Source: an optimization exercise on an open RTL-to-GDS flow (aim: small area). Production flows keep margins and buffers that such runs may drop. Only simulation tests tie the RTL to the original design; equivalence was not proved. No activity file was given, so power comes from the tool's default toggle rates. No driver is modelled on the clock port, so clocking that relies on it looks cheaper here than on a real chip.

## design/flow/run.sh

```bash
#!/bin/bash
# synth_recipe.tcl (not shown) runs the flow's synth.tcl, then flattens the netlist and writes it again
# the make line also repeats each setting of config.mk as NAME=value (left out here)
make -C /OpenROAD-flow-scripts/flow DESIGN_CONFIG=/design/flow/config.mk WORK_HOME=/design/flow/orfs CLKGATE_MAP_FILE= SYNTH_SCRIPT=/design/flow/synth_recipe.tcl finish
```

## design/flow/design.v

```verilog
package us_regs_pkg;
	localparam logic [6-1:0] REG_CTRL = 'h00;  
	localparam logic [6-1:0] REG_STATUS = 'h04;  
	localparam logic [6-1:0] REG_SPI_NBITS = 'h08;
	localparam logic [6-1:0] REG_SPI_TX0 = 'h0C;  
	localparam logic [6-1:0] REG_SPI_TX1 = 'h10;  
	localparam logic [6-1:0] REG_SPI_TX2 = 'h14;  
	localparam logic [6-1:0] REG_SPI_RX0 = 'h18;  
	localparam logic [6-1:0] REG_SPI_RX1 = 'h1C;
	localparam logic [6-1:0] REG_SPI_RX2 = 'h20;
	localparam logic [6-1:0] REG_INIT_DELAY = 'h24;
	localparam logic [6-1:0] REG_SAMPLES = 'h28;
	localparam logic [6-1:0] REG_TX_LEN = 'h2C;
	localparam logic [6-1:0] REG_MUX = 'h30;
	typedef struct packed {
		logic [25:0] reserved;
		logic bf_reset;  
		logic txrx_sw_off;  
		logic txrx_spi_en;  
		logic pulser_en;  
		logic acq_go;  
		logic spi_go;  
	} ctrl_fields_t;
	typedef union packed {
		logic [32-1:0] raw;  
		ctrl_fields_t f;  
	} ctrl_reg_u;
	localparam int STAT_SPI_DONE = 0;
	localparam int STAT_ACQ_DONE = 1;
	localparam logic [1:0] RESP_OKAY = 2'b00;
	localparam logic [1:0] RESP_SLVERR = 2'b10;
endpackage
package us_seq_pkg;
	typedef enum logic [1:0] {
		SPI_IDLE,  
		SPI_SHIFT,  
		SPI_DONE  
	} spi_state_e;
	typedef enum logic [2:0] {
		ACQ_IDLE,
		ACQ_TX,  
		ACQ_DELAY,  
		ACQ_WINDOW,  
		ACQ_DONE
	} acq_state_e;
endpackage
`timescale 1ns/1ps
module delayed_pulser #(
	parameter int DELAY = 10
) (
	input logic clock_50,
	input logic rst_n,
	input logic level,
	output logic pulse
);
	localparam int CW = $clog2(DELAY + 2);
	logic level_q;
	logic [CW-1:0] cnt;
	assign pulse = (cnt == CW'(1));
	always_ff @(posedge clock_50) begin
		if (!rst_n) begin
			level_q <= 1'b0;
			cnt <= '0;
		end else begin
			level_q <= level;
			if (cnt > CW'(1)) begin
				cnt <= cnt - 1'b1;
			end else if (level && !level_q) begin
				cnt <= CW'(DELAY + 1);
			end else begin
				cnt <= '0;
			end
		end
	end
endmodule
`timescale 1ns/1ps
module lm96570_spi (
	input logic clock_50,
	input logic rst_n,
	input logic cmd_start,
	input logic [8-1:0] cmd_num_bits,
	input logic [70-1:0] cmd_tx_data,
	output logic [70-1:0] cmd_rx_data,
	output logic cmd_rx_valid,  
	output logic cmd_done,
	output logic cs_n,
	output logic sck,
	output logic sdo,
	input logic sdi
);
	localparam int DW = 70;
	localparam int HALF = 12;
	localparam int DIV_W = $clog2(HALF);
	localparam int BW = 8;
	logic busy;
	logic phase;  
	logic [DIV_W-1:0] div_cnt;
	logic [BW-1:0] bits_left;
	logic samp;
	logic [DW-1:0] sh;
	logic [DW-1:0] hit;  
	logic [DW-1:0] load_mask;
	logic start_ok, tick, fall, fin;
	assign start_ok = cmd_start && !busy;
	assign tick = (div_cnt == DIV_W'(HALF - 1));
	assign fall = busy && tick && phase;
	assign fin = busy && tick && !phase && (bits_left == '0);
	assign cs_n = !busy;
	assign sck = phase;
	always_comb begin
		for (int i = 0; i < DW; i++) begin
			hit[i] = (bits_left == BW'(i + 1));
			load_mask[i] = (cmd_num_bits > BW'(i)) && (cmd_num_bits <= BW'(DW));
		end
	end
	assign sdo = busy && |(sh & hit);
	always_ff @(posedge clock_50) begin
		if (!rst_n) begin
			busy <= 1'b0;
			cmd_done <= 1'b0;
			phase <= 1'b0;
			cmd_rx_valid <= 1'b0;
		end else if (start_ok) begin
			busy <= 1'b1;
			cmd_done <= 1'b0;
			phase <= 1'b0;
		end else if (busy && tick) begin
			if (phase) begin
				phase <= 1'b0;
			end else if (bits_left == '0) begin
				busy <= 1'b0;
				cmd_done <= 1'b1;
				cmd_rx_valid <= 1'b1;
			end else begin
				phase <= 1'b1;
			end
		end
	end
	always_ff @(posedge clock_50) begin
		if (start_ok) begin
			div_cnt <= '0;
			bits_left <= cmd_num_bits;
		end else begin
			div_cnt <= tick ? '0 : div_cnt + 1'b1;
			if (fall) begin
				bits_left <= bits_left - 1'b1;
			end
		end
		if (busy && tick && !phase) begin
			samp <= sdi;
		end
	end
	always_ff @(posedge clock_50) begin
		for (int i = 0; i < DW; i++) begin
			if (start_ok) begin
				sh[i] <= cmd_tx_data[i] && load_mask[i];
			end else if (fall && hit[i]) begin
				sh[i] <= samp;
			end
		end
	end
	always_ff @(posedge clock_50) begin
		if (fin) begin
			cmd_rx_data <= sh;
		end
	end
endmodule
`timescale 1ns/1ps
module pulse_echo_fsm (
	input logic clock_50,
	input logic rst_n,
	input logic cfg_start,  
	input logic [32-1:0] cfg_init_delay,  
	input logic [32-1:0] cfg_samples,  
	input logic [32-1:0] cfg_tx_len,  
	output logic cfg_done,
	output logic tx_en,
	output logic fifo_en
);
	localparam int TW = 32;
	logic st_tx, st_dly, st_win, st_done;  
	logic [TW-1:0] cnt;  
	logic [TW-1:0] dly_q;  
	logic [TW-1:0] smp_q;
	logic dly_nz, smp_nz;  
	logic tx_nz_in, dly_nz_in, smp_nz_in;
	logic last;
	logic start_ok;
	logic to_dly, to_win;
	assign tx_nz_in = |cfg_tx_len;
	assign dly_nz_in = |cfg_init_delay;
	assign smp_nz_in = |cfg_samples;
	assign last = (cnt == TW'(1));
	assign start_ok = cfg_start && !st_tx && !st_dly && !st_win;
	assign tx_en = st_tx;
	assign fifo_en = st_win;
	assign cfg_done = st_done;
	assign to_dly = st_tx && last && dly_nz;
	assign to_win = (st_tx && last && !dly_nz && smp_nz) || (st_dly && last && smp_nz);
	always_ff @(posedge clock_50) begin
		if (start_ok) begin
			dly_q <= cfg_init_delay;
			smp_q <= cfg_samples;
			dly_nz <= dly_nz_in;
			smp_nz <= smp_nz_in;
		end
	end
	always_ff @(posedge clock_50) begin
		if (start_ok) begin
			cnt <= tx_nz_in ? cfg_tx_len : (dly_nz_in ? cfg_init_delay : cfg_samples);
		end else if (last) begin
			cnt <= to_dly ? dly_q : smp_q;
		end else begin
			cnt <= cnt - 1'b1;
		end
	end
	always_ff @(posedge clock_50) begin
		if (!rst_n) begin
			st_tx <= 1'b0;
			st_dly <= 1'b0;
			st_win <= 1'b0;
			st_done <= 1'b0;
		end else if (start_ok) begin
			st_tx <= tx_nz_in;
			st_dly <= !tx_nz_in && dly_nz_in;
			st_win <= !tx_nz_in && !dly_nz_in && smp_nz_in;
			st_done <= !tx_nz_in && !dly_nz_in && !smp_nz_in;
		end else if (last && (st_tx || st_dly || st_win)) begin
			st_tx <= 1'b0;
			st_dly <= to_dly;
			st_win <= to_win;
			st_done <= !to_dly && !to_win;
		end
	end
endmodule
`timescale 1ns/1ps
module us_axil_regs (
	input logic clock_50,
	input logic rst_n,
	input logic [6-1:0] s_awaddr,
	input logic s_awvalid,
	output logic s_awready,
	input logic [32-1:0] s_wdata,
	input logic [32/8-1:0] s_wstrb,  
	input logic s_wvalid,
	output logic s_wready,
	output logic [1:0] s_bresp,
	output logic s_bvalid,
	input logic s_bready,
	input logic [6-1:0] s_araddr,
	input logic s_arvalid,
	output logic s_arready,
	output logic [32-1:0] s_rdata,
	output logic [1:0] s_rresp,
	output logic s_rvalid,
	input logic s_rready,
	output logic spi_start,
	output logic [8-1:0] spi_num_bits,
	output logic [70-1:0] spi_tx_data,
	input logic [70-1:0] spi_rx_data,
	input logic spi_rx_valid,
	input logic spi_done,
	output logic acq_start,
	output logic [32-1:0] acq_init_delay,
	output logic [32-1:0] acq_samples,
	output logic [32-1:0] acq_tx_len,
	input logic acq_done,
	output logic pulser_en,
	output logic txrx_spi_en,
	output logic txrx_sw_off,
	output logic bf_reset,
	output logic [11-1:0] mux_cnt
);
	localparam int DW = 32;
	localparam int SW = 70;
	localparam int TW = 32;
	localparam int BW = 8;
	localparam int MW = 11;
	logic [DW-1:0] ctrl_q;
	logic [BW-1:0] nbits_q;
	logic [SW-1:0] tx_q;
	logic [TW-1:0] init_delay_q;
	logic [TW-1:0] samples_q;
	logic [TW-1:0] tx_len_q;
	logic [MW-1:0] mux_q;
	logic wr_fire;
	logic rd_fire;
	logic [DW-1:0] wd;  
	logic [12:0] wsel;  
	logic [12:0] rsel;  
	logic wr_ok;
	logic rd_ok;
	logic [DW-1:0] rd_word;
	assign wr_fire = s_awvalid && s_wvalid && !s_bvalid;
	assign rd_fire = s_arvalid && !s_rvalid && !wr_fire;
	assign s_awready = wr_fire;
	assign s_wready = wr_fire;
	assign s_arready = rd_fire;
	always_comb begin
		for (int k = 0; k < 13; k++) begin
			wsel[k] = (s_awaddr == 6'(4 * k));
			rsel[k] = (s_araddr == 6'(4 * k));
		end
	end
	assign wr_ok = wsel[0] | wsel[2] | wsel[3] | wsel[4] | wsel[5] | wsel[9] | wsel[10] |
		wsel[11] | wsel[12];
	assign rd_ok = |rsel;
	assign wd = s_wdata & {DW{rst_n}};
	always_ff @(posedge clock_50) begin
		if ((wr_fire && wsel[0]) || !rst_n) ctrl_q <= wd;
		if ((wr_fire && wsel[2]) || !rst_n) nbits_q <= wd[BW-1:0];
		if ((wr_fire && wsel[3]) || !rst_n) tx_q[DW-1:0] <= wd;
		if ((wr_fire && wsel[4]) || !rst_n) tx_q[2*DW-1:DW] <= wd;
		if ((wr_fire && wsel[5]) || !rst_n) tx_q[SW-1:2*DW] <= wd[SW-2*DW-1:0];
		if ((wr_fire && wsel[9]) || !rst_n) init_delay_q <= wd;
		if ((wr_fire && wsel[10]) || !rst_n) samples_q <= wd;
		if ((wr_fire && wsel[11]) || !rst_n) tx_len_q <= wd;
		if ((wr_fire && wsel[12]) || !rst_n) mux_q <= wd[MW-1:0];
	end
	always_ff @(posedge clock_50) begin
		if (!rst_n) begin
			s_bvalid <= 1'b0;
			s_rvalid <= 1'b0;
		end else begin
			if (wr_fire) begin
				s_bvalid <= 1'b1;
			end else if (s_bready) begin
				s_bvalid <= 1'b0;
			end
			if (rd_fire) begin
				s_rvalid <= 1'b1;
			end else if (s_rready) begin
				s_rvalid <= 1'b0;
			end
		end
	end
	always_comb begin
		logic rxs0, rxs1, rxs2;
		rxs0 = rsel[6] && spi_rx_valid;
		rxs1 = rsel[7] && spi_rx_valid;
		rxs2 = rsel[8] && spi_rx_valid;
		rd_word = ({DW{rsel[0]}} & ctrl_q) |
			({DW{rsel[1]}} & DW'({acq_done, spi_done})) |
			({DW{rsel[2]}} & DW'(nbits_q)) |
			({DW{rsel[3]}} & tx_q[DW-1:0]) |
			({DW{rsel[4]}} & tx_q[2*DW-1:DW]) |
			({DW{rsel[5]}} & DW'(tx_q[SW-1:2*DW])) |
			({DW{rxs0}} & spi_rx_data[DW-1:0]) |
			({DW{rxs1}} & spi_rx_data[2*DW-1:DW]) |
			({DW{rxs2}} & DW'(spi_rx_data[SW-1:2*DW])) |
			({DW{rsel[9]}} & init_delay_q) |
			({DW{rsel[10]}} & samples_q) |
			({DW{rsel[11]}} & tx_len_q) |
			({DW{rsel[12]}} & DW'(mux_q));
	end
	always_ff @(posedge clock_50) begin
		if (!s_bvalid) begin
			s_bresp[1] <= !wr_ok;
		end
		if (!s_rvalid) begin
			s_rdata <= rd_word;
			s_rresp[1] <= !rd_ok;
		end
	end
	assign s_bresp[0] = 1'b0;
	assign s_rresp[0] = 1'b0;
	delayed_pulser #(.DELAY(10)) u_spi_start (
		.clock_50 (clock_50),
		.rst_n (rst_n),
		.level (ctrl_q[0]),
		.pulse (spi_start)
	);
	delayed_pulser #(.DELAY(10)) u_acq_start (
		.clock_50 (clock_50),
		.rst_n (rst_n),
		.level (ctrl_q[1]),
		.pulse (acq_start)
	);
	assign spi_num_bits = nbits_q;
	assign spi_tx_data = tx_q;
	assign acq_init_delay = init_delay_q;
	assign acq_samples = samples_q;
	assign acq_tx_len = tx_len_q;
	assign pulser_en = ctrl_q[2];
	assign txrx_spi_en = ctrl_q[3];
	assign txrx_sw_off = ctrl_q[4];
	assign bf_reset = ctrl_q[5];
	assign mux_cnt = mux_q;
endmodule
`timescale 1ns/1ps
module us_frontend_top (
	input logic clock_50,
	input logic rst_n,
	input logic [6-1:0] s_awaddr,
	input logic s_awvalid,
	output logic s_awready,
	input logic [32-1:0] s_wdata,
	input logic [32/8-1:0] s_wstrb,
	input logic s_wvalid,
	output logic s_wready,
	output logic [1:0] s_bresp,
	output logic s_bvalid,
	input logic s_bready,
	input logic [6-1:0] s_araddr,
	input logic s_arvalid,
	output logic s_arready,
	output logic [32-1:0] s_rdata,
	output logic [1:0] s_rresp,
	output logic s_rvalid,
	input logic s_rready,
	output logic bf_spi_cs_n,
	output logic bf_spi_sck,
	output logic bf_spi_sdo,
	input logic bf_spi_sdi,
	output logic bf_tx_en,
	output logic bf_reset,
	output logic pulser_en,
	output logic txrx_spi_en,  
	output logic txrx_sw_off,
	output logic [11-1:0] mux_cnt,
	output logic fifo_en  
);
	logic spi_start;
	logic [8-1:0] spi_num_bits;
	logic [70-1:0] spi_tx_data;
	logic [70-1:0] spi_rx_data;
	logic spi_done;
	logic spi_rx_valid;
	logic acq_start;
	logic [32-1:0] acq_init_delay;
	logic [32-1:0] acq_samples;
	logic [32-1:0] acq_tx_len;
	logic acq_done;
	us_axil_regs u_regs (
		.clock_50 (clock_50),
		.rst_n (rst_n),
		.s_awaddr (s_awaddr),
		.s_awvalid (s_awvalid),
		.s_awready (s_awready),
		.s_wdata (s_wdata),
		.s_wstrb (s_wstrb),
		.s_wvalid (s_wvalid),
		.s_wready (s_wready),
		.s_bresp (s_bresp),
		.s_bvalid (s_bvalid),
		.s_bready (s_bready),
		.s_araddr (s_araddr),
		.s_arvalid (s_arvalid),
		.s_arready (s_arready),
		.s_rdata (s_rdata),
		.s_rresp (s_rresp),
		.s_rvalid (s_rvalid),
		.s_rready (s_rready),
		.spi_start (spi_start),
		.spi_num_bits (spi_num_bits),
		.spi_tx_data (spi_tx_data),
		.spi_rx_data (spi_rx_data),
		.spi_done (spi_done),
		.spi_rx_valid (spi_rx_valid),
		.acq_start (acq_start),
		.acq_init_delay (acq_init_delay),
		.acq_samples (acq_samples),
		.acq_tx_len (acq_tx_len),
		.acq_done (acq_done),
		.pulser_en (pulser_en),
		.txrx_spi_en (txrx_spi_en),
		.txrx_sw_off (txrx_sw_off),
		.bf_reset (bf_reset),
		.mux_cnt (mux_cnt)
	);
	lm96570_spi u_spi (
		.clock_50 (clock_50),
		.rst_n (rst_n),
		.cmd_start (spi_start),
		.cmd_num_bits (spi_num_bits),
		.cmd_tx_data (spi_tx_data),
		.cmd_rx_data (spi_rx_data),
		.cmd_rx_valid (spi_rx_valid),
		.cmd_done (spi_done),
		.cs_n (bf_spi_cs_n),
		.sck (bf_spi_sck),
		.sdo (bf_spi_sdo),
		.sdi (bf_spi_sdi)
	);
	pulse_echo_fsm u_seq (
		.clock_50 (clock_50),
		.rst_n (rst_n),
		.cfg_start (acq_start),
		.cfg_init_delay (acq_init_delay),
		.cfg_samples (acq_samples),
		.cfg_tx_len (acq_tx_len),
		.cfg_done (acq_done),
		.tx_en (bf_tx_en),
		.fifo_en (fifo_en)
	);
endmodule
```

## design/flow/config.mk

```make
export PLATFORM = sky130hd
export DESIGN_NAME = us_frontend_top
export DESIGN_NICKNAME = us_frontend_top
export VERILOG_FILES = /design/flow/design.v
export SDC_FILE = /design/flow/constraint.sdc
export NUM_CORES = 4
export LEC_CHECK = 0
export CAP_MARGIN = 20
export CORE_MARGIN = 2
export CORE_UTILIZATION = 40
export SLEW_MARGIN = 20
```

## design/flow/constraint.sdc

```tcl
create_clock -name core_clock -period 10.0 [get_ports {clock_50}]
set_input_delay 2.0000 -clock core_clock [delete_from_list [all_inputs] [get_ports {clock_50}]]
set_output_delay 2.0000 -clock core_clock [all_outputs]
set_load 0.01 [all_outputs]
```

==> results of run 1 <==
==> cell usage after synthesis, types with 5 or more instances <==
master / count / area share [%]
xor2_1: 16 / 0.59
nor3_1: 40 / 0.85
o21ai_0: 142 / 3.0
a21oi_1: 157 / 3.3
a22oi_1: 88 / 2.8
mux2_2: 33 / 1.6
nor4_1: 40 / 1.1
o211ai_1: 16 / 0.51
mux2i_1: 13 / 0.55
nand3b_1: 10 / 0.32
nand2_1: 182 / 2.9
clkbuf_1: 134 / 2.1
or2_2: 5 / 0.13
edfxtp_1: 466 / 59
nor3b_1: 8 / 0.25
and2_1: 45 / 1.2
a221oi_1: 9 / 0.33
a222oi_1: 11 / 0.47
dfxtp_1: 56 / 4.8
a31oi_1: 12 / 0.32
and3_1: 13 / 0.34
a211oi_1: 11 / 0.35
nand2b_1: 9 / 0.24
o21a_1: 13 / 0.41
a22o_1: 17 / 0.63
o22ai_1: 11 / 0.29
nor2b_1: 11 / 0.29
a21boi_0: 5 / 0.16
xnor2_1: 11 / 0.41
nand4_1: 14 / 0.37
nor2_1: 153 / 2.4
nand3_1: 95 / 2.0
ha_1: 12 / 0.64
o31ai_1: 15 / 0.48
or3_1: 9 / 0.24
buf_1: 8 / 0.13
a21o_1: 31 / 0.99
inv_1: 31 / 0.49
or4_1: 5 / 0.16
==> metal layers <==
layer | track usage, % | up-vias | routed length [um] | part of all wire, %
met3 | 3.712 | 180 | 6285 | 8.5
met1 | 33.81 | 8615 | 30870 | 42
met5 | 0 | - | 0 | 0
li1 | - | 7812 | - | -
met2 | 38.37 | 856 | 34250 | 46
met4 | 8.611 | 0 | 2830 | 3.8
==> worst max path at each step <==
| stage | start | end | slack (ps) |
|---|---|---|---|
| floorplan | u_spi.bits_left[4] | u_spi.cmd_rx_data[0] | 3190 |
| global placement | s_wvalid | s_arready | 4580 |
| detailed placement | s_wvalid | s_arready | 4550 |
| CTS | u_spi.bits_left[0] | bf_spi_sdo | 4100 |
| global route | u_spi.bits_left[1] | bf_spi_sdo | 3830 |
| finish | u_spi.bits_left[0] | bf_spi_sdo | 4090 |
==> registers in the layout, indices dropped and copies added (netlist names), 4 cells and up <==
signal / flops
u_regs.nbits_q: 8
u_regs.u_spi_start.cnt: 4
u_regs.s_rdata: 32
u_regs.ctrl_q: 32
u_regs.init_delay_q: 32
u_spi.div_cnt: 4
u_regs.tx_len_q: 32
u_seq.dly_q: 32
u_regs.tx_q: 70
u_regs.samples_q: 32
u_spi.sh: 70
u_regs.mux_q: 11
u_seq.cnt: 32
u_seq.smp_q: 32
u_spi.cmd_rx_data: 70
u_spi.bits_left: 8
u_regs.u_acq_start.cnt: 4
==> final cells by class <==
| type | count | area [um2] | share of cell area, % |
|---|---|---|---|
| tap | 773 | 967.2 | 3.538 |
| clock buffer | 68 | 1498 | 5.479 |
| sequential | 522 | 15110 | 55.29 |
| inverter | 33 | 123.9 | 0.4531 |
| timing repair buffer | 157 | 1439 | 5.263 |
| clock inverter | 37 | 300.3 | 1.098 |
| multi-input combinational | 1318 | 7895 | 28.88 |
==> per-stage QoR <==
step / hold WS (ps) / instance area (um2) / instances / setup slack, ps / util, %
6_report: 459.7 / 27340 / 2908 / 4088 / 46.58
5_1_grt: 463.0 / 27340 / 2908 / 3832 / 46.58
4_1_cts: 460.4 / 27340 / 2908 / 4100 / 46.58
3_5_place_dp: 442.1 / 25540 / 2803 / 4551 / 43.52
3_3_place_gp: 435.6 / 25540 / 2803 / 4581 / 43.52
2_1_floorplan: 420.4 / 23590 / 2023 / 3192 / -
==> power breakdown <==
group / total (mW) / switching (mW) / leakage, nW / internal [mW]
logic: 1.22 / 0.793 / 3.40 / 0.423
clock network: 2.04 / 0.872 / 0.872 / 1.17
registers: 2.93 / 0.215 / 4.88 / 2.71
==> cells by family (layout without fill, tap and decap cells) <==
group,Yosys count,count (layout),synth area share [%]
simple gates,655,655,13.58
compound gates,576,576,15.53
flops,522,522,64.10
buf+inv,183,295,3.014
mux,46,46,2.128
xor+xnor,27,27,1.003
fa+ha+maj,12,12,0.6367
other cells,1,2,0.01590
==> cell usage in the layout, fill, tap and decap left out, types with 8 or more instances in the layout <==
cell type,synthesis,routed
edfxtp_1,466,466
nand2_1,182,181
a21oi_1,157,157
nor2_1,153,149
o21ai_0,142,137
clkdlybuf4s50_1,0,107
nand3_1,95,94
a22oi_1,88,88
clkbuf_16,0,57
dfxtp_1,56,56
buf_4,3,47
and2_1,45,45
nor4_1,40,39
nor3_1,40,35
mux2_2,33,33
inv_1,31,31
a21o_1,31,31
a22o_1,17,17
o211ai_1,16,16
xor2_1,16,16
nand4_1,14,14
clkinv_1,2,14
o21a_1,13,13
mux2i_1,13,13
and3_1,13,12
a31oi_1,12,12
o31ai_1,15,12
ha_1,12,12
xnor2_1,11,11
a211oi_1,11,11
o22ai_1,11,11
a222oi_1,11,11
nor2b_1,11,11
nand3b_1,10,10
clkinv_2,0,10
nand2b_1,9,9
or3_1,9,9
a221oi_1,9,9
nor3b_1,8,8
clkbuf_1,134,8
==> metrics.md, run 1 <==
| Metric | Value |
|---|---|
| Outcome | complete, no violations |
| Cts repair resizes | 0 |
| WP data required | 8000 ps |
| CP delay by family, top | simple AND/OR/NAND/NOR gates |
| Setup_tns | 0 ps |
| Critical R2R Capture | u_spi.cmd_rx_data[28] |
| CP Class | reg -> out |
| Area Overhead vs Synth | 15.93% |
| Die span in y | 246.8 um |
| Worst-case reg-to-reg path depth | 6 |
| CP max stage delay | 630 ps |
| Core area | approximately 0.06 mm2 |
| Slew Limit Fails | 0 |
| Global-route wire length before repair | 109800 um |
| Buf+Inv Stages, Crit Path | 2 |
| Final Skew | between 15 and 20 ps |
| Cts bufs inserted | 56 |
| Number of global-route vias before repair | 16916 |
| # rows | 89 |
| Post-CTS setup buffer count | 0 |
| Clock sinks | 522 |
| Power Density | between 200 and 250 mW/mm2 |
| Synthesized flop and latch total | 522 |
| IR drop worst, VDD | about 170 uV |
| Overall power | ~6.2 mW |
| P_leak | roughly 9.1 nW |
| Placer congestion estimate | between 0.9 and 1 |
| Critical path arrival | between 3000 and 4000 ps |
| Worst Tran Pin Value | 1040 ps |
| Slew Limit Headroom | 30.27% |
| Critical Path End Type | output port |
| TritonCTS clock tree | yes |
| DP Wirelength | 51340 um |
| Number of stages on the worst setup path | 9 |
| Synth unique cells | 75 |
| Initial antenna violation count | 3 |
| Type of the tightest min-delay check | reg -> reg |
| Cell count after synthesis | 2022 |
| Initial Util | 40.18% |
| # DRC | 0 |
| CP cell instances | inv_1, ha_1, and3b_1, nor3b_1, a31oi_1, o32ai_1, nor4_1, a41oi_1, clkdlybuf4s50_1 |
| Post-synth EDFFs | 466 |
| Final setup viols | 0 |
| Routed len/inst | 25.53 um |
| # hold bufs at CTS | 0 |
| Async set-reset flop share out of synthesis | 0% |
| Skew-Pair Late Insertion Delay | 610 ps |
| WHS Path Cells | 0 |
| Minimum clock period after layout | 5912 ps |
| Die X | 246.8 um |
| Reg2reg start | u_spi.bits_left[0] |
| Share of layout cells above drive strength 1 | 9.789% |
| CTS Buffer Depth | 3 |
| Ant. Diodes | 0 |
| Yosys warns | 6 |
| Maxcap violations | 0 |
| Worst reg2reg setup slack | 6480 ps |
| Hold_sp | u_spi.sh[58] |
| Setup crit start kind | register |
| Sink of the worst hold path | u_spi.cmd_rx_data[58] |
| Fin crit share | between 50% and 60% |
| Filler Cell Count | 5265 |
| Global route overflow | 0 |
| CP max-delay cell | ha_1 |
| Main synth FF type | edfxtp_1 |
| Synthesized area per cell | around 12 um2 |
| DR vias | between 15000 and 20000 |
| DIE AREA | between 0.06 and 0.07 mm2 |
| First drt pass iteration count | 9 |
| Sequential cell area fraction in the yosys report | around 64% |
| Vias/cell | roughly 6.0 |
| Fmax | 0.1692 GHz |
| Nets@finish | 2156 |
| All-Layer GR Usage | ~24% |
| IO buf count | 110 |
| Largest net degree at the start of global routing | between 70 and 80 |
| CP max FO | 13 |
| H-Tree Depth | 2 |
| Clock root cell | clkbuf_16 |
| Drt total wl | 74240 um |
| Post-Syn Area | approximately 0.024 mm2 |
| # IOs | 117 |
| Initial drt markers | 2105 |
| Clock-pin slew on the worst setup and hold paths | 70 ps |
| Final Hold Fails | 0 |
| Final ANT Viol Nets | 0 |
| RSZ-0062 raised after global routing | no |
==> inputs of run 2 (changes only) <==
--- a/design/flow/design.v
+++ b/design/flow/design.v
@@ -77,12 +77,12 @@
 module lm96570_spi (
 	input logic clock_50,
 	input logic rst_n,
-	input logic cmd_start,
-	input logic [8-1:0] cmd_num_bits,
-	input logic [70-1:0] cmd_tx_data,
-	output logic [70-1:0] cmd_rx_data,
+	input logic cmd_start,  
+	input logic [8-1:0] cmd_num_bits,  
+	input logic [70-1:0] cmd_tx_data,  
+	output logic [70-1:0] cmd_rx_data,  
 	output logic cmd_rx_valid,  
-	output logic cmd_done,
+	output logic cmd_done,  
 	output logic cs_n,
 	output logic sck,
 	output logic sdo,
@@ -94,14 +94,15 @@
 	localparam int BW = 8;
 	logic busy;
 	logic phase;  
-	logic [DIV_W-1:0] div_cnt;
+	logic samp;  
+	logic [DIV_W-1:0] div_cnt;  
 	logic [BW-1:0] bits_left;
-	logic samp;
+	logic [BW-1:0] n_q;  
 	logic [DW-1:0] sh;
-	logic [DW-1:0] hit;  
-	logic [DW-1:0] load_mask;
+	logic [DW-1:0] keep;  
+	logic n_ok;  
 	logic start_ok, tick, fall, fin;
-	assign start_ok = cmd_start && !busy;
+	assign start_ok = cmd_start && !busy;  
 	assign tick = (div_cnt == DIV_W'(HALF - 1));
 	assign fall = busy && tick && phase;
 	assign fin = busy && tick && !phase && (bits_left == '0);
@@ -109,11 +110,11 @@
 	assign sck = phase;
 	always_comb begin
 		for (int i = 0; i < DW; i++) begin
-			hit[i] = (bits_left == BW'(i + 1));
-			load_mask[i] = (cmd_num_bits > BW'(i)) && (cmd_num_bits <= BW'(DW));
+			keep[i] = (n_q > BW'(i));
 		end
 	end
-	assign sdo = busy && |(sh & hit);
+	assign n_ok = (n_q != '0) && (n_q <= BW'(DW));
+	assign sdo = busy && (bits_left != '0) && n_ok && sh[n_q - 1'b1];
 	always_ff @(posedge clock_50) begin
 		if (!rst_n) begin
 			busy <= 1'b0;
@@ -126,13 +127,13 @@
 			phase <= 1'b0;
 		end else if (busy && tick) begin
 			if (phase) begin
-				phase <= 1'b0;
-			end else if (bits_left == '0) begin
+				phase <= 1'b0;  
+			end else if (bits_left == '0) begin  
 				busy <= 1'b0;
 				cmd_done <= 1'b1;
 				cmd_rx_valid <= 1'b1;
 			end else begin
-				phase <= 1'b1;
+				phase <= 1'b1;  
 			end
 		end
 	end
@@ -140,6 +141,7 @@
 		if (start_ok) begin
 			div_cnt <= '0;
 			bits_left <= cmd_num_bits;
+			n_q <= cmd_num_bits;
 		end else begin
 			div_cnt <= tick ? '0 : div_cnt + 1'b1;
 			if (fall) begin
@@ -149,19 +151,13 @@
 		if (busy && tick && !phase) begin
 			samp <= sdi;
 		end
-	end
-	always_ff @(posedge clock_50) begin
-		for (int i = 0; i < DW; i++) begin
-			if (start_ok) begin
-				sh[i] <= cmd_tx_data[i] && load_mask[i];
-			end else if (fall && hit[i]) begin
-				sh[i] <= samp;
-			end
+		if (start_ok) begin
+			sh <= cmd_tx_data;
+		end else if (fall) begin
+			sh <= {sh[DW-2:0], samp};
 		end
-	end
-	always_ff @(posedge clock_50) begin
 		if (fin) begin
-			cmd_rx_data <= sh;
+			cmd_rx_data <= sh & keep;
 		end
 	end
 endmodule
--- a/design/flow/config.mk
+++ b/design/flow/config.mk
@@ -7,5 +7,7 @@
 export LEC_CHECK = 0
 export CAP_MARGIN = 20
 export CORE_MARGIN = 2
-export CORE_UTILIZATION = 40
+export CORE_UTILIZATION = 60
+export CTS_CLUSTER_DIAMETER = 100
+export CTS_CLUSTER_SIZE = 30
 export SLEW_MARGIN = 20
==> run 2 against run 1 <==
Combinational power rose by about 20%. Clock-buffer cell count fell by 32. Hold slack got worse by 3.2 ps. Still clean on timing, DRC and antenna. Area after synthesis fell by 2.4%. Flip-flop and latch count rose by 8. Die area fell by 34%. Sequential share of layout area rose by 5.2 points. Worst setup slack got worse by 460 ps. Largest cell class unchanged. Sequential power rose by 8.5%. Via count fell by 10%. Non-clock buffer count fell by 15. Global-route usage rose by 9.6 points.
==> metrics.md, run 2 <==
| Metric | Value |
|---|---|
| CP max-delay cell | ha_1 |
| Sw Ratio | 31.59% |
| FF/Latch Area | 0.01535 mm2 |
| Post-synth EDFFs | 474 |
| Cts bufs inserted | 21 |
| Fin crit share | 63.71% |
| Filler Cell Count | 2757 |
| Drt total wl | 67070 um |
| Fmax | ~0.16 GHz |
| Post-Synth Simple-Gate Area | 10.99% |
| CP max FO | 21 |
| Sequential power share | 55.8% |
| Reg2reg start | u_seq.st_tx |
| Area Overhead vs Synth | 10.32% |
| Clock-pin slew on the worst setup and hold paths | ~120 ps |
| Setup crit start | u_spi.n_q[1] |
| Count leader, synth | edfxtp_1 |
| Area share of fa/ha/maj cells after synthesis | 0.7069% |
| Clock network power share | 18.7% |
| Final Hold Fails | 0 |
| Post-CTS setup buffer count | 0 |
| All-Layer GR Usage | 33.84% |
| CP Class | reg -> out |
| WP data required | 8000 ps |
| Most frequent cells in the layout | edfxtp_1 (474), nand2_1 (112), clkdlybuf4s50_1 (109) |
| Final setup viols | 0 |
| Area share of the largest cell type after synthesis | 61.86% |
| Vias/cell | 6.887 |
| Initial Util | 60.94% |
| Type of the tightest min-delay check | reg -> reg |
| Synthesized flop and latch total | between 500 and 600 |
| Minimum clock period after layout | 6371 ps |
| Synth Area in Compound Gates | 12.11% |
| DP Wirelength | 47240 um |
| H-Tree Depth | 1 |
| Core area | 0.03776 mm2 |
| Combinational Power Share | 25.5% |
| Multi-input logic area | 0.007336 mm2 |
| Initial antenna violation count | 1 |
| P_int | between 3 and 4 mW |
| Global-route wire length before repair | 97700 um |
| Biggest area consumer among synthesized cells | edfxtp_1 |
| Clock root cell | clkbuf_16 |
| Largest net degree at the start of global routing | 79 |
| P_leak | roughly 8.5 nW |
| DR vias | 15716 |
| Most frequent cells after synthesis | edfxtp_1 (474), nand2_1 (112), nor2_1 (89) |
| Clock sinks | 530 |
| Share of layout cells above drive strength 1 | 9.881% |
| Setup_tns | 0 ps |
| Synthesized area per cell | 13.65 um2 |
| Initial drt markers | 2454 |
| Maxcap violations | 0 |
| Placer congestion estimate | 0.9524 |
| Switch Pwr | 1.802 mW |
| Sequential cell area fraction in the yosys report | 66.73% |
| Placed insts | ~2200 |
| Outcome | complete, no violations |
| Top post-synthesis cells by area | edfxtp_1 (62%), dfxtp_1 (4.9%), mux2_2 (3.4%), o21ai_0 (1.9%), a221oi_1 (1.9%) |
| Largest family of logic cells by synthesized area | compound AO/OA/AOI/OAI gates |
| Hold_sp | u_spi.div_cnt[0] |
| Die X | 199.8 um |
| Most common cell after layout, fill and taps aside | edfxtp_1 |
| Critical path arrival | roughly 4400 ps |
| Global route overflow | 0 |
| # DRC | 0 |
| Cell count after synthesis | ~1700 |
| Synth unique cells | 74 |
| Skew-Pair Late Insertion Delay | 560 ps |
| Critical Path End Type | output port |
| Post-Synth XOR/XNOR Area | 1.485% |
| Routed len/inst | 29.39 um |
| Slew Limit Headroom | 30.66% |
| Number of global-route vias before repair | 14750 |
| Slew Limit Fails | 0 |
| IR drop worst, VDD | just over 200 uV |
| Final Hold Slack | 456.5 ps |
| Worst Tran Pin Value | around 1000 ps |
| Main synth FF type | edfxtp_1 |
| TritonCTS clock tree | yes |
| Nets@finish | 1825 |
| # hold bufs at CTS | 0 |
| Multiplexer area fraction after synthesis | about 5.9% |
| Die span in y | 199.8 um |
| Cts repair resizes | 0 |
| Final ANT Viol Nets | 0 |
| CP delay by family, top | adder cells |
| DIE AREA | 0.03993 mm2 |
| Yosys warns | 6 |
| Async set-reset flop share out of synthesis | 0% |
| Setup crit start kind | register |
| CTS Buffer Depth | 3 |
| Ant. Diodes | 0 |
| # rows | 71 |
| Final Skew | 23.71 ps |
| First drt pass iteration count | 10 |
| CP max stage delay | 1040 ps |
| Buf+Inv Stages, Crit Path | 2 |
| IO buf count | 110 |
| Final core occ | 67.23% |
| RSZ-0062 raised after global routing | no |
| CP cell instances | inv_1, ha_1, mux2_2, nor2_1, o32ai_1, o211ai_1, a211oi_1, clkdlybuf4s50_1 |
| Power Density | 224.8 mW/mm2 |
| Top flop regs | u_regs.tx_q x70, u_spi.cmd_rx_data x70, u_spi.sh x70 |
| # IOs | 117 |
| Post-Syn Area | approximately 0.023 mm2 |
| Post-Layout Cell Count | 2282 |
==> run 2: final cells by class <==
type / count / share of cell area (%)
clock buffer: 36 / 2.292
clock inverter: 2 / 0.07887
inverter: 26 / 0.3845
multi-input combinational: 1035 / 28.90
sequential: 530 / 60.49
tap: 511 / 2.519
timing repair buffer: 142 / 5.333
==> run 2: worst paths after layout <==
path	end	slack [ps]	depth (start not counted)
max	bf_spi_sdo	3630	8
max reg2reg	u_seq.cnt[3]	6230	8
min reg2reg	u_spi.div_cnt[0]	460	1
min	u_spi.div_cnt[0]	460	1
==> run 2: stage by stage <==
step	power (mW)	instance area (um2)	setup slack, ps
6_report	5.706	25380	3629
5_1_grt	5.932	25380	3367
4_1_cts	5.683	25360	3589
3_5_place_dp	4.653	24750	4208
3_3_place_gp	4.607	24750	4241
2_1_floorplan	4.146	23010	3373
==> run 2: worst reg2reg max path, cell delays in order, from the launching register on <==
cell      delay (ps)
dfxtp_1          470
nor3_1           600
nand3_1          160
buf_4            310
inv_2            570
buf_4            660
and2_0           570
a222oi_1         250
o21ai_1          130
==> run 2: cell families after synthesis <==
logic type	after synthesis
fa+ha+maj	13
other cells	1
compound gates	382
flops	530
mux	108
buf+inv	122
xor+xnor	39
simple gates	491
==> run 2: layer usage <==
metal  wire (um)  global-route usage, %
met5           9                      0
met4        1697                  7.984
met3        8458                  6.821
met2       29390                  50.18
met1       27510                  51.97
==> run 2: power groups by stage <==
| stage | combinational (mW) | sequential, mW | clock [mW] |
|---|---|---|---|
| 6_report | 1.46 | 3.18 | 1.07 |
| 5_1_grt | 1.59 | 3.21 | 1.13 |
| 4_1_cts | 1.44 | 3.17 | 1.07 |
| 3_5_place_dp | 1.43 | 3.22 | 0 |
| 3_3_place_gp | 1.40 | 3.21 | 0 |
| 2_1_floorplan | 1.04 | 3.11 | 0 |
==> inputs of run 3 (changes only) <==
==> design/flow/flow/run.sh (new file) <==
#!/bin/bash
set -euo pipefail
export BUFFER_PORTS_ARGS="-buffer_cell sky130_fd_sc_hd__buf_1"
export CTS_ARGS="-sink_clustering_enable -repair_clock_nets -sink_clustering_size 30 -sink_clustering_max_diameter 100 -dont_use_dummy_load"
bash standard.sh > standard.log 2>&1
==> design/flow/standard.sh (new file) <==
#!/bin/bash
# synth_recipe.tcl (not shown) runs the flow's synth.tcl, then flattens the netlist and writes it again
# the make line also repeats each setting of config.mk as NAME=value (left out here)
make -C /OpenROAD-flow-scripts/flow DESIGN_CONFIG=/design/flow/config.mk WORK_HOME=/design/flow/orfs CLKGATE_MAP_FILE= SYNTH_SCRIPT=/design/flow/synth_recipe.tcl "${@:-finish}"
--- a/design/flow/config.mk
+++ b/design/flow/config.mk
@@ -8,6 +8,4 @@
 export CAP_MARGIN = 20
 export CORE_MARGIN = 2
 export CORE_UTILIZATION = 60
-export CTS_CLUSTER_DIAMETER = 100
-export CTS_CLUSTER_SIZE = 30
 export SLEW_MARGIN = 20
removed: design/flow/run.sh
==> run 3 against run 2 <==
Still clean. Critical path depth is 1 higher. Hold slack better by 9.7 ps. Routed wire length is 1.1% lower. First-iteration DRC count is 1.8% higher. Die area stayed put. Via count is 0.48% lower. Power is 1.8% lower. Worst setup slack better by 510 ps. Combinational power is 3% lower. Global-route usage is 0.17 points lower. Cell count is 0.74% lower. Flip-flop and latch count stayed put.
==> metrics.md, run 3 <==
| Metric | Value |
|---|---|
| Share of layout cells above drive strength 1 | between 9 and 10% |
| # hold bufs at CTS | 0 |
| Drt total wl | 66350 um |
| Critical Path End Type | output port |
| Final WS setup | 4143 ps |
| Sequential cell area fraction in the yosys report | 66.73% |
| Die span in y | 199.8 um |
| WP data required | 8000 ps |
| Most common cell after layout, fill and taps aside | edfxtp_1 |
| First drt pass iteration count | 11 |
| Placer congestion estimate | 0.9663 |
| Most frequent cells after synthesis | edfxtp_1 (474), nand2_1 (112), nor2_1 (89) |
| Area Overhead vs Synth | 6.933% |
| Routed len/inst | 29.29 um |
| Synthesized area per cell | 13.65 um2 |
| Number of global-route vias before repair | 14641 |
| Type of the tightest min-delay check | reg -> reg |
| Initial Util | 60.94% |
| Synthesized flop and latch total | 530 |
| Yosys warns | 6 |
| Count leader, synth | edfxtp_1 |
| Maxcap violations | 0 |
| Final ANT Viol Nets | 0 |
| Initial antenna violation count | 1 |
| All-Layer GR Usage | 33.67% |
| Critical path arrival | 3860 ps |
| Async set-reset flop share out of synthesis | 0% |
| Fmax | 0.1707 GHz |
| Final Skew | 24.57 ps |
| Worst-case reg-to-reg path depth | 8 |
| Initial drt markers | about 2500 |
| Placement Setup Slack | 4586 ps |
| Cts repair resizes | 0 |
| Main synth FF type | edfxtp_1 |
| Area share of the largest cell type after synthesis | 61.86% |
| Biggest area consumer among synthesized cells | edfxtp_1 |
| DR vias | 15641 |
| Final Hold Slack | about 470 ps |
| Final setup viols | 0 |
| Largest net degree at the start of global routing | a little under 80 |
| H-Tree Depth | 1 |
| Ant. Diodes | 0 |
| Skew-Pair Late Insertion Delay | around 560 ps |
| Vias/cell | just under 7 |
| P_leak | 8.161 nW |
| Post-synth EDFFs | 474 |
| IO buf count | 110 |
| CTS Buffer Depth | 3 |
| Top flop regs | u_regs.tx_q x70, u_spi.cmd_rx_data x70, u_spi.sh x70 |
| Fin crit share | 58.57% |
| Cell count after synthesis | 1686 |
| Clock sinks | 530 |
| Cts bufs inserted | 21 |
| Setup crit start kind | register |
| # rows | 71 |
| # DRC | 0 |
| Outcome | complete, no violations |
| CP max FO | 13 |
| CP Class | reg -> out |
| Post-Syn Area | 0.02301 mm2 |
| Slew Limit Headroom | 27.28% |
| RSZ-0062 raised after global routing | no |
| Final Hold Fails | 0 |
| DIE AREA | ~0.04 mm2 |
| Slew Limit Fails | 0 |
| Most frequent cells in the layout | edfxtp_1 (474), nand2_1 (112), buf_1 (109) |
| Setup_tns | 0 ps |
| Filler Cell Count | 2843 |
| WHS Path Cells | 1 |
| Worst Tran Pin Value | 1087 ps |
| Core area | 0.03776 mm2 |
| Nets@finish | 1825 |
| Post-CTS setup buffer count | 0 |
| Die X | ~200 um |
| # IOs | 117 |
| IR drop worst, VDD | 202.7 uV |
| Clock root cell | clkbuf_16 |
| DP Wirelength | 46840 um |
| Clock-pin slew on the worst setup and hold paths | roughly 100 ps |
| Global-route wire length before repair | 97230 um |
| Power Density | about 230 mW/mm2 |
| Synth unique cells | 74 |
| Minimum clock period after layout | approximately 5900 ps |
| Global route overflow | 0 |
| Top post-synthesis cells by area | edfxtp_1 (62%), dfxtp_1 (4.9%), mux2_2 (3.4%), o21ai_0 (1.9%), a221oi_1 (1.9%) |
| TritonCTS clock tree | yes |
==> run 3: cell types whose count changed in the layout (fill, tap and decap cells not counted), moves of 2 or more <==
cell             previous run  this run
buf_1                       0       109
clkbuf_1                   15         0
clkbuf_2                    0         2
clkdlybuf4s50_1           109         0
==> run 3: per-layer routing <==
layer | track usage (%) | up-vias | routed length [um]
met1 | 51.98 | 7813 | 27540
met5 | 0 | - | 0
li1 | - | 6761 | -
met3 | 7.040 | 94 | 8018
met2 | 49.72 | 973 | 29130
met4 | 7.353 | 0 | 1668
==> run 3: cells by family (layout without fill, tap and decap cells) <==
family	after synthesis	count (layout)	share of synthesized area, %
adders and majority gates	13	13	0.7069
and+or+nand+nor	491	491	10.99
muxes	108	108	5.895
xor gates and xnor gates	39	39	1.484
buffers and inverters	122	189	2.066
other	1	2	0.01630
DFF	530	530	66.73
AOI/OAI and AO/OA	382	382	12.11
==> run 3: worst max-delay path: stages (launching register included) <==
cell      delay, ps
edfxtp_1        690
inv_1           260
ha_1            420
xnor2_1         760
mux4_2          380
nor3_1           50
nor2_1          120
nand4b_1        110
a211oi_1        330
buf_1           190
==> run 3: through the flow <==
step | area, um2 | instances | power [mW] | utilization (%)
2_1_floorplan | 23010 | 1687 | 4.146 | -
3_3_place_gp | 24060 | 2241 | 4.576 | 63.72
3_5_place_dp | 24060 | 2242 | 4.615 | 63.74
4_1_cts | 24590 | 2263 | 5.598 | 65.13
5_1_grt | 24600 | 2265 | 5.851 | 65.17
6_report | 24600 | 2265 | 5.603 | 65.17
==> run 3: report_power, final <==
part	switching (mW)	leakage, nW	internal (mW)
Combinational	0.845	2.78	0.568
Clock	0.635	0.259	0.381
Sequential	0.292	5.12	2.88
Total	1.77	8.16	3.83
==> run 3: final cells by class <==
type | instances | area (um2) | area share (%)
Timing Repair Buffer | 142 | 649.4 | 2.639
Sequential cell | 530 | 15350 | 62.41
Tap cell | 511 | 639.4 | 2.599
Multi-Input combinational cell | 1035 | 7338 | 29.82
Clock buffer | 21 | 525.5 | 2.136
Inverter | 26 | 97.59 | 0.3966
==> run 3: path summary, 6_finish.rpt <==
path / startpoint / endpoint / slack (ps)
worst max register to register: u_seq.st_win / u_seq.cnt[4] / 6500
worst max-delay path: u_spi.n_q[1] / bf_spi_sdo / 4140
worst min register to register: u_spi.div_cnt[0] / u_spi.div_cnt[0] / 470
worst min-delay path: u_spi.div_cnt[0] / u_spi.div_cnt[0] / 470
==> inputs of run 4 (changes only) <==
--- a/design/flow/design.v
+++ b/design/flow/design.v
@@ -100,7 +100,7 @@
 	logic [BW-1:0] n_q;  
 	logic [DW-1:0] sh;
 	logic [DW-1:0] keep;  
-	logic n_ok;  
+	logic [DW:0] sh_x;  
 	logic start_ok, tick, fall, fin;
 	assign start_ok = cmd_start && !busy;  
 	assign tick = (div_cnt == DIV_W'(HALF - 1));
@@ -113,8 +113,8 @@
 			keep[i] = (n_q > BW'(i));
 		end
 	end
-	assign n_ok = (n_q != '0) && (n_q <= BW'(DW));
-	assign sdo = busy && (bits_left != '0) && n_ok && sh[n_q - 1'b1];
+	assign sh_x = {sh, 1'b0};
+	assign sdo = busy && (bits_left != '0) && (n_q <= BW'(DW)) && sh_x[n_q];
 	always_ff @(posedge clock_50) begin
 		if (!rst_n) begin
 			busy <= 1'b0;
@@ -186,7 +186,7 @@
 	assign tx_nz_in = |cfg_tx_len;
 	assign dly_nz_in = |cfg_init_delay;
 	assign smp_nz_in = |cfg_samples;
-	assign last = (cnt == TW'(1));
+	assign last = (cnt[TW-1:1] == '0);  
 	assign start_ok = cfg_start && !st_tx && !st_dly && !st_win;
 	assign tx_en = st_tx;
 	assign fifo_en = st_win;
==> design/flow/flow/run.sh (replaced) <==
#!/bin/bash
# The standard layout, with three changes:
#  - after the standard synthesis, the gates between the registers are re-mapped by ABC
#    for area (reabc.tcl); every register keeps its instance, name and cell
#  - port buffers use the small sky130_fd_sc_hd__buf_1 (every port is still buffered)
#  - CTS clusters up to 30 sinks per leaf buffer and inserts no dummy loads
set -euo pipefail
export BUFFER_PORTS_ARGS="-buffer_cell sky130_fd_sc_hd__buf_1"
export CTS_ARGS="-sink_clustering_enable -repair_clock_nets -sink_clustering_size 30 -sink_clustering_max_diameter 100 -dont_use_dummy_load"

bash standard.sh synth > synth.log 2>&1

R=orfs/results/$FLOW_PLATFORM/us_frontend_top/base
cp $R/1_2_yosys.v std_1_2_yosys.v
export REABC_IN=std_1_2_yosys.v
export REABC_OUT=$R/1_2_yosys.v
export REABC_LIB=$FLOW_HOME/platforms/$FLOW_PLATFORM/lib/sky130_fd_sc_hd__tt_025C_1v80.lib
export REABC_SCRIPT=$(pwd)/flow/reabc.abc
export REABC_DONT_USE="$(grep -o -- '-dont_use [^ ]*' orfs/logs/$FLOW_PLATFORM/us_frontend_top/base/1_2_yosys.log | awk '{print $2}' | sort -u | tr '\n' ' ')"
yosys -c flow/reabc.tcl -l reabc.log > reabc.out 2>&1
rm -f $R/1_synth.odb $R/1_synth.sdc

bash standard.sh > standard.log 2>&1
==> design/flow/flow/reabc.abc (new file) <==
strash
dc2
dc2
dch -f
amap -F 20 -A 30 -C 5000
topo
==> design/flow/flow/reabc.tcl (new file) <==
# Re-map the combinational logic of the standard synthesis netlist for area.
# Registers and tie cells are kept as they are (same instances, names and cells);
# only the gates between them are rebuilt by ABC.
# env: REABC_IN, REABC_OUT, REABC_LIB, REABC_SCRIPT, REABC_DONT_USE
yosys -import
set lib $::env(REABC_LIB)
read_liberty -ignore_miss_func $lib
read_verilog $::env(REABC_IN)
hierarchy -check -top $::env(FLOW_TOP)
set keep {}
foreach c [split [exec grep -o {sky130_fd_sc_hd__[a-z0-9_]*} $::env(REABC_IN) | sort -u] "\n"] {
  if {[regexp {df|conb|dl} $c]} { lappend keep $c }
}
puts "kept cells: $keep"
foreach c $keep { setattr -mod -set keep_hierarchy 1 $c }
flatten
# wires named after the flattened gate pins carry no design name
yosys rename -hide w:_*_.*
foreach c $keep { blackbox $c }
techmap
opt_expr
opt_clean
set du {}
foreach c $::env(REABC_DONT_USE) { lappend du -dont_use $c }
abc -liberty $lib {*}$du -script $::env(REABC_SCRIPT)
opt_clean
hilomap -singleton -hicell sky130_fd_sc_hd__conb_1 HI -locell sky130_fd_sc_hd__conb_1 LO
splitnets
opt_clean -purge
insbuf -buf sky130_fd_sc_hd__buf_4 A X
hierarchy -top $::env(FLOW_TOP)
write_verilog -noattr -nohex -nodec $::env(REABC_OUT)
# read the result back against the cell library and check it
design -reset
read_liberty -lib $lib
read_verilog $::env(REABC_OUT)
hierarchy -check -top $::env(FLOW_TOP)
check -assert -mapped
tee -o $::env(REABC_OUT).stat stat -liberty $lib
==> run 4 against run 3 <==
Synthesized cell count is 6.9% lower. Still clean on timing, DRC and antenna. Largest cell class unchanged. Clock-buffer cell count unchanged. Clock power is essentially flat. Maximum frequency down 13%. Critical path type unchanged. Critical path depth up 2.
==> metrics.md, run 4 <==
| Metric | Value |
|---|---|
| Outcome | complete, no violations |
| Area Overhead vs Synth | 8.821% |
| H-Tree Depth | 1 |
| Drt total wl | between 60000 and 70000 um |
| Design Area, Final | 0.02334 mm2 |
| WP data required | 8000 ps |
| Clock sinks | 530 |
| Synthesized area per cell | 13.67 um2 |
| Minimum clock period after layout | 6718 ps |
| Post-CTS setup buffer count | 0 |
| All-Layer GR Usage | around 36% |
| Global-route wire length before repair | 95320 um |
| Final Hold Fails | 0 |
| Die X | 193.1 um |
| Final setup viols | 0 |
| Placer congestion estimate | roughly 0.99 |
| Worst Tran Pin Value | 1109 ps |
| Filler Cell Count | 2678 |
| DR vias | 15635 |
| IR drop worst, VDD | 199.8 uV |
| Reg2reg start | u_seq.cnt[3] |
| Fin crit share | 67.18% |
| CTS Buffer Depth | 3 |
| Skew-Pair Late Insertion Delay | 560 ps |
| DIE AREA | 0.03727 mm2 |
| Most common cell after layout, fill and taps aside | edfxtp_1 |
| Yosys warns | 6 |
| Type of the tightest min-delay check | reg -> reg |
| Worst reg2reg setup slack | 5410 ps |
| Cts repair resizes | 0 |
| Clock-pin slew on the worst setup and hold paths | 110 ps |
| Post-Syn Area | 0.02145 mm2 |
| Top flop regs | u_regs.tx_q x70, u_spi.cmd_rx_data x70, u_spi.sh x70 |
| TritonCTS clock tree | yes |
| Power Density | 198.2 mW/mm2 |
| RSZ-0062 raised after global routing | no |
| Largest net degree at the start of global routing | 98 |
| Nets@finish | roughly 1800 |
| DP Wirelength | 46280 um |
| Cts bufs inserted | 21 |
| Critical Path End Type | output port |
| Maxcap violations | 0 |
| Multi-input logic area | 0.005749 mm2 |
| Placed inst area | between 0.02 and 0.025 mm2 |
| Most frequent cells in the layout | edfxtp_1 (474), nor2_1 (180), buf_1 (110) |
| Initial drt markers | around 2700 |
| Initial antenna violation count | 3 |
| Fmax | 0.1489 GHz |
| IO buf count | 110 |
| Die span in y | between 150 and 200 um |
| # IOs | 117 |
| Clock root cell | clkbuf_16 |
| Cell count after synthesis | 1569 |
| Routed len/inst | between 30 and 40 um |
| Sink of the worst hold path | u_regs.u_spi_start.cnt[2] |
| Vias/cell | approximately 7.1 |
| Critical path arrival | 4720 ps |
| # hold bufs at CTS | 0 |
| Final ANT Viol Nets | 0 |
| Global route overflow | 0 |
| # rows | 69 |
| Setup crit start kind | register |
| Slew Limit Headroom | between 20% and 30% |
| Hold_sp | u_regs.u_spi_start.cnt[3] |
| Initial Util | 60.59% |
| FF/Latch Area | roughly 0.015 mm2 |
| Slew Limit Fails | 0 |
| Final Skew | 18.52 ps |
| Setup_tns | 0 ps |
| Share of layout cells above drive strength 1 | under 10% |
| Number of global-route vias before repair | 14172 |
| # DRC | 0 |
| P_leak | 7.586 nW |
| First drt pass iteration count | 8 |
| CP max FO | 19 |
| Critical R2R Capture | u_seq.cnt[31] |
| Worst-case reg-to-reg path depth | 18 |
| CP Class | reg -> out |
| WHS Path Cells | 2 |
| Core area | 0.03540 mm2 |
| Final core occ | 65.94% |
-- run 4: cell type report --
cell class / instances / area share [%]
well taps: 461 / 2.471
multi-input cells: 924 / 24.63
inverters: 113 / 1.817
diodes: 1 / 0.01072
clock buffers: 21 / 2.252
repair buffers: 149 / 3.024
flip-flops and latches: 530 / 65.79
-- run 4: worst max path at each step --
stage	startpoint	endpoint	slack, ps	cells after the start
final	u_spi.n_q[0]	bf_spi_sdo	3280	11
after global routing	u_spi.n_q[0]	bf_spi_sdo	3220	11
after CTS	u_spi.n_q[0]	bf_spi_sdo	3460	11
after detailed placement	u_spi.n_q[0]	bf_spi_sdo	4050	11
after global placement	u_spi.n_q[0]	bf_spi_sdo	4210	11
after floorplan	u_regs.u_spi_start.cnt[2]	u_spi.bits_left[0]	3620	4
-- run 4: worst max-delay path, stage by stage, from the launching register on --
cell,delay [ps]
edfxtp_1,770
clkinv_1,710
nor2_1,950
clkinv_1,400
a221o_1,370
a31oi_1,130
nand3_1,90
a21oi_1,250
nor3_1,70
nor2_1,200
nor2_1,70
buf_1,130
-- run 4: routing by layer --
| layer | vias to the layer above | track usage (%) | share of wire [%] |
|---|---|---|---|
| met5 | - | 0 | 0.013 |
| met3 | 124 | 7.584 | 13 |
| li1 | 6682 | - | - |
| met4 | 2 | 9.732 | 3.1 |
| met1 | 7715 | 52.78 | 39 |
| met2 | 1112 | 54.37 | 45 |
-- run 4: power breakdown --
part	total (mW)	internal [mW]	switching [mW]
clock	1.01	0.381	0.628
sequential	2.89	2.70	0.184
combinational	0.732	0.256	0.476
total	4.63	3.34	1.29
-- run 4: metrics by stage --
stage / std cells / setup slack (ps) / hold slack, ps / power (mW)
6_report: 2199 / 3282 / 476.3 / 4.627
5_1_grt: 2198 / 3220 / 499.1 / 4.781
4_1_cts: 2198 / 3456 / 478.6 / 4.609
3_5_place_dp: 2177 / 4049 / 464.0 / 3.645
3_3_place_gp: 2177 / 4205 / 419.2 / 3.621
2_1_floorplan: 1570 / 3623 / 409.8 / 3.354
==> inputs of run 5 (changes only) <==
--- a/design/flow/design.v
+++ b/design/flow/design.v
@@ -97,10 +97,9 @@
 	logic samp;  
 	logic [DIV_W-1:0] div_cnt;  
 	logic [BW-1:0] bits_left;
-	logic [BW-1:0] n_q;  
 	logic [DW-1:0] sh;
+	logic [DW-1:0] hit;  
 	logic [DW-1:0] keep;  
-	logic [DW:0] sh_x;  
 	logic start_ok, tick, fall, fin;
 	assign start_ok = cmd_start && !busy;  
 	assign tick = (div_cnt == DIV_W'(HALF - 1));
@@ -110,11 +109,11 @@
 	assign sck = phase;
 	always_comb begin
 		for (int i = 0; i < DW; i++) begin
-			keep[i] = (n_q > BW'(i));
+			hit[i] = (bits_left == BW'(i + 1));
+			keep[i] = (cmd_num_bits > BW'(i)) && (cmd_num_bits <= BW'(DW));
 		end
 	end
-	assign sh_x = {sh, 1'b0};
-	assign sdo = busy && (bits_left != '0) && (n_q <= BW'(DW)) && sh_x[n_q];
+	assign sdo = busy && |(sh & hit);
 	always_ff @(posedge clock_50) begin
 		if (!rst_n) begin
 			busy <= 1'b0;
@@ -141,7 +140,6 @@
 		if (start_ok) begin
 			div_cnt <= '0;
 			bits_left <= cmd_num_bits;
-			n_q <= cmd_num_bits;
 		end else begin
 			div_cnt <= tick ? '0 : div_cnt + 1'b1;
 			if (fall) begin
@@ -151,13 +149,15 @@
 		if (busy && tick && !phase) begin
 			samp <= sdi;
 		end
-		if (start_ok) begin
-			sh <= cmd_tx_data;
-		end else if (fall) begin
-			sh <= {sh[DW-2:0], samp};
+		for (int i = 0; i < DW; i++) begin
+			if (start_ok) begin
+				sh[i] <= cmd_tx_data[i] && keep[i];
+			end else if (fall && hit[i]) begin
+				sh[i] <= samp;
+			end
 		end
 		if (fin) begin
-			cmd_rx_data <= sh & keep;
+			cmd_rx_data <= sh;
 		end
 	end
 endmodule
==> design/flow/flow/reabc.abc (replaced) <==
strash
&get -n
&deepsyn -T 60
&put
dch -f
amap -F 20 -A 30 -C 5000
topo
--- a/design/flow/config.mk
+++ b/design/flow/config.mk
@@ -5,7 +5,8 @@
 export SDC_FILE = /design/flow/constraint.sdc
 export NUM_CORES = 4
 export LEC_CHECK = 0
-export CAP_MARGIN = 20
+export CAP_MARGIN = 5
 export CORE_MARGIN = 2
 export CORE_UTILIZATION = 60
-export SLEW_MARGIN = 20
+export GPL_TIMING_DRIVEN = 0
+export SLEW_MARGIN = 5
==> run 5 against run 4 <==
Die area fell by 3.0%. Critical endpoint is now u_spi.sh[44]. Flip-flop and latch count is 8 lower. Largest power group unchanged. Synthesized cell count down 1.5%. Design area down 0.75%. Power down 3.3%. Clock-buffer cell count unchanged. Combinational power is 5.1% lower. Global-route usage rose by 1.8 points. Maximum frequency grew 7.0%. Routed wire length rose by 1.3%. First-iteration DRC count up 6.0%.
==> metrics.md, run 5 <==
| Metric | Value |
|---|---|
| Top flop regs | u_regs.tx_q x70, u_spi.cmd_rx_data x70, u_spi.sh x70 |
| Fin crit share | 62.80% |
| Global route overflow | 0 |
| DR vias | 15390 |
| Largest net degree at the start of global routing | 53 |
| Clock sinks | roughly 520 |
| Global-route wire length before repair | 96830 um |
| Cts repair resizes | 0 |
| Outcome | complete, no violations |
| Drt total wl | 67720 um |
| Type of the tightest min-delay check | reg -> reg |
| Final ANT Viol Nets | 0 |
| Most common cell after layout, fill and taps aside | edfxtp_1 |
| Minimum clock period after layout | 6280 ps |
| Clock network power share | 22.6% |
| Nets@finish | 1786 |
| Final Hold Slack | 454.6 ps |
| Cell mode on critical path | clkinv_1 |
| Switch Pwr | between 1 and 1.5 mW |
| Filler Cell Count | ~2500 |
| Maxcap violations | 0 |
| Final Skew | 25.04 ps |
| Clock-pin slew on the worst setup and hold paths | about 120 ps |
| Sw Ratio | 28.23% |
| First drt pass iteration count | 7 |
| Critical path arrival | 6720 ps |
| DIE AREA | 0.03617 mm2 |
| Placement Setup Slack | 4053 ps |
| CTS Buffer Depth | 3 |
| Initial Util | 60.51% |
| P_int | 3.210 mW |
| Sequential power share | roughly three fifths |
| # rows | 68 |
| Share of layout cells above drive strength 1 | 6.076% |
| Slew Limit Fails | 0 |
| Buf+Inv Stages, Crit Path | 5 |
| Setup crit start kind | register |
| Initial antenna violation count | 1 |
| H-Tree Depth | 1 |
| WP data required | 10440 ps |
| CP cell instances | nor3_1, nand2_1, nor2_4, buf_12, clkinv_1, nor3_1, clkinv_1, nor2_1, clkinv_1, nor2_1, clkinv_1, nand2_1, nand3_1, nand2_1 |
| # DRC | 0 |
| Area Overhead vs Synth | 11.37% |
| Final setup viols | 0 |
| Most frequent cells in the layout | edfxtp_1 (466), nor2_1 (201), o21ai_0 (124) |
| IR drop worst, VDD | 142.4 uV |
| Post-Syn Area | 0.02080 mm2 |
| Clock root cell | clkbuf_16 |
| Ant. Diodes | 0 |
| Worst Tran Pin Value | 1328 ps |
| Setup crit start | u_regs.u_spi_start.cnt[1] |
| Slew Limit Headroom | 10.75% |
| Synthesized area per cell | 13.45 um2 |
| Critical Path End Type | register |
| P_leak | roughly 7.4 nW |
| CP max-delay cell | nor2_1 |
| Cts bufs inserted | 21 |
| Cell count after synthesis | between 1500 and 2000 |
| Hold_sp | u_spi.div_cnt[0] |
| Post-CTS setup buffer count | 0 |
| # hold bufs at CTS | 0 |
| Routed len/inst | 31.02 um |
| CP max stage delay | about 1000 ps |
| Initial drt markers | 2847 |
| All-Layer GR Usage | 37.49% |
| Final WS setup | about 3700 ps |
| Post-Layout Cell Count | around 2200 |
| CP delay by family, top | simple AND/OR/NAND/NOR gates |
| Number of global-route vias before repair | 14101 |
| Die X | 190.2 um |
| Power Density | 193.1 mW/mm2 |
| Skew-Pair Late Insertion Delay | 560 ps |
| DP Wirelength | 50080 um |
| CP Class | reg -> reg |
| Placer congestion estimate | 1.031 |
| Die span in y | about 190 um |
| Final Hold Fails | 0 |
| RSZ-0062 raised after global routing | no |
| Combinational Power Share | 15.5% |
| Fmax | 0.1592 GHz |
| Vias/cell | 7.050 |
| TritonCTS clock tree | yes |
| IO buf count | 110 |
| Yosys warns | 6 |
| Placed insts | 2162 |
| # IOs | 117 |
| Core area | 0.03437 mm2 |
| CP max FO | 33 |
| Reg2reg start | u_regs.u_spi_start.cnt[1] |
-- run 5: power by group through the flow --
stage	clock network (mW)	registers, mW	logic (mW)
after floorplan	0	2.75	0.411
after global placement	0	2.81	0.633
after detailed placement	0	2.81	0.683
after CTS	1.01	2.76	0.685
after global routing	1.07	2.79	0.754
final	1.01	2.77	0.695
-- run 5: path summary, 6_finish.rpt --
check                                         to  slack [ps]  depth (start not counted)
worst min-delay path            u_spi.div_cnt[0]         450                          1
worst max-delay path                u_spi.sh[44]        3720                         14
worst min register to register  u_spi.div_cnt[0]         450                          1
worst max register to register      u_spi.sh[44]        3720                         14
-- run 5: area by class of cell --
type,instances,area [um2],share of cell area (%)
Sequential cell,522,15110,65.25
Clock buffer,21,525.5,2.269
Buffer,3,22.52,0.09723
Multi-Input combinational cell,922,5479,23.65
Inverter,100,379.1,1.637
Timing Repair Buffer,160,1074,4.635
Tap cell,455,569.3,2.458
-- run 5: through the flow --
stage                     util [%]  area, um2  TNS [ps]  total power [mW]
final                        67.39      23160         0             4.473
after global placement       63.38      21780    -63440             3.446
after CTS                    67.39      23160         0             4.453
after detailed placement     65.86      22640         0             3.491
after floorplan                  -      20800         0             3.165
after global routing         67.39      23160         0             4.608
-- run 5: metal layers --
layer / global-route usage (%) / share of wire (%) / up-vias
met2: 57.24 / 45 / 1182
met1: 54.59 / 38 / 7560
li1: - / - / 6528
met3: 7.508 / 13 / 120
met5: 0 / 0 / -
met4: 12.58 / 3.7 / 0

-- static timing again, ports no longer ideal --
In the flow no input, the clock included, has a driving cell. The finished layouts below were timed again as built, in two steps.
Step 1, drivers: a clkbuf_16 drives clock_50 and a buf_2 each remaining input, both assumed.
Step 2 adds t to the input delays and takes it off the output delays; t is the mean of the earliest and latest rising clock arrival at the registers after step 1. Input paths then give back, and output paths get back, about the clock's delay inside the block.
Three values: ideal ports, drivers, drivers and shift; two values: the first two.
| run | t (ns) | slack for setup (ns) | worst hold slack (ns) | worst setup path after step 2 | worst register clock-pin slew, ns |
|---|---|---|---|---|---|
| run 1 | 0.665 | 4.088 / 4.028 / 4.521 | 0.460 / 0.460 / 0.460 | input to output | 0.07 / 0.07 |
| run 2 | 0.612 | 3.629 / 3.572 / 4.184 | 0.456 / 0.456 / 0.456 | register to output | 0.12 / 0.12 |
| run 3 | 0.605 | 4.143 / 4.091 / 4.695 | 0.466 / 0.466 / 0.466 | register to output | 0.12 / 0.12 |
| run 4 | 0.607 | 3.282 / 3.228 / 3.834 | 0.476 / 0.476 / 0.476 | register to output | 0.12 / 0.12 |
| run 5 | 0.610 | 3.720 / 3.720 / 3.720 | 0.455 / 0.455 / 0.455 | register to register | 0.12 / 0.12 |
After both steps setup and hold are still met in every run listed.
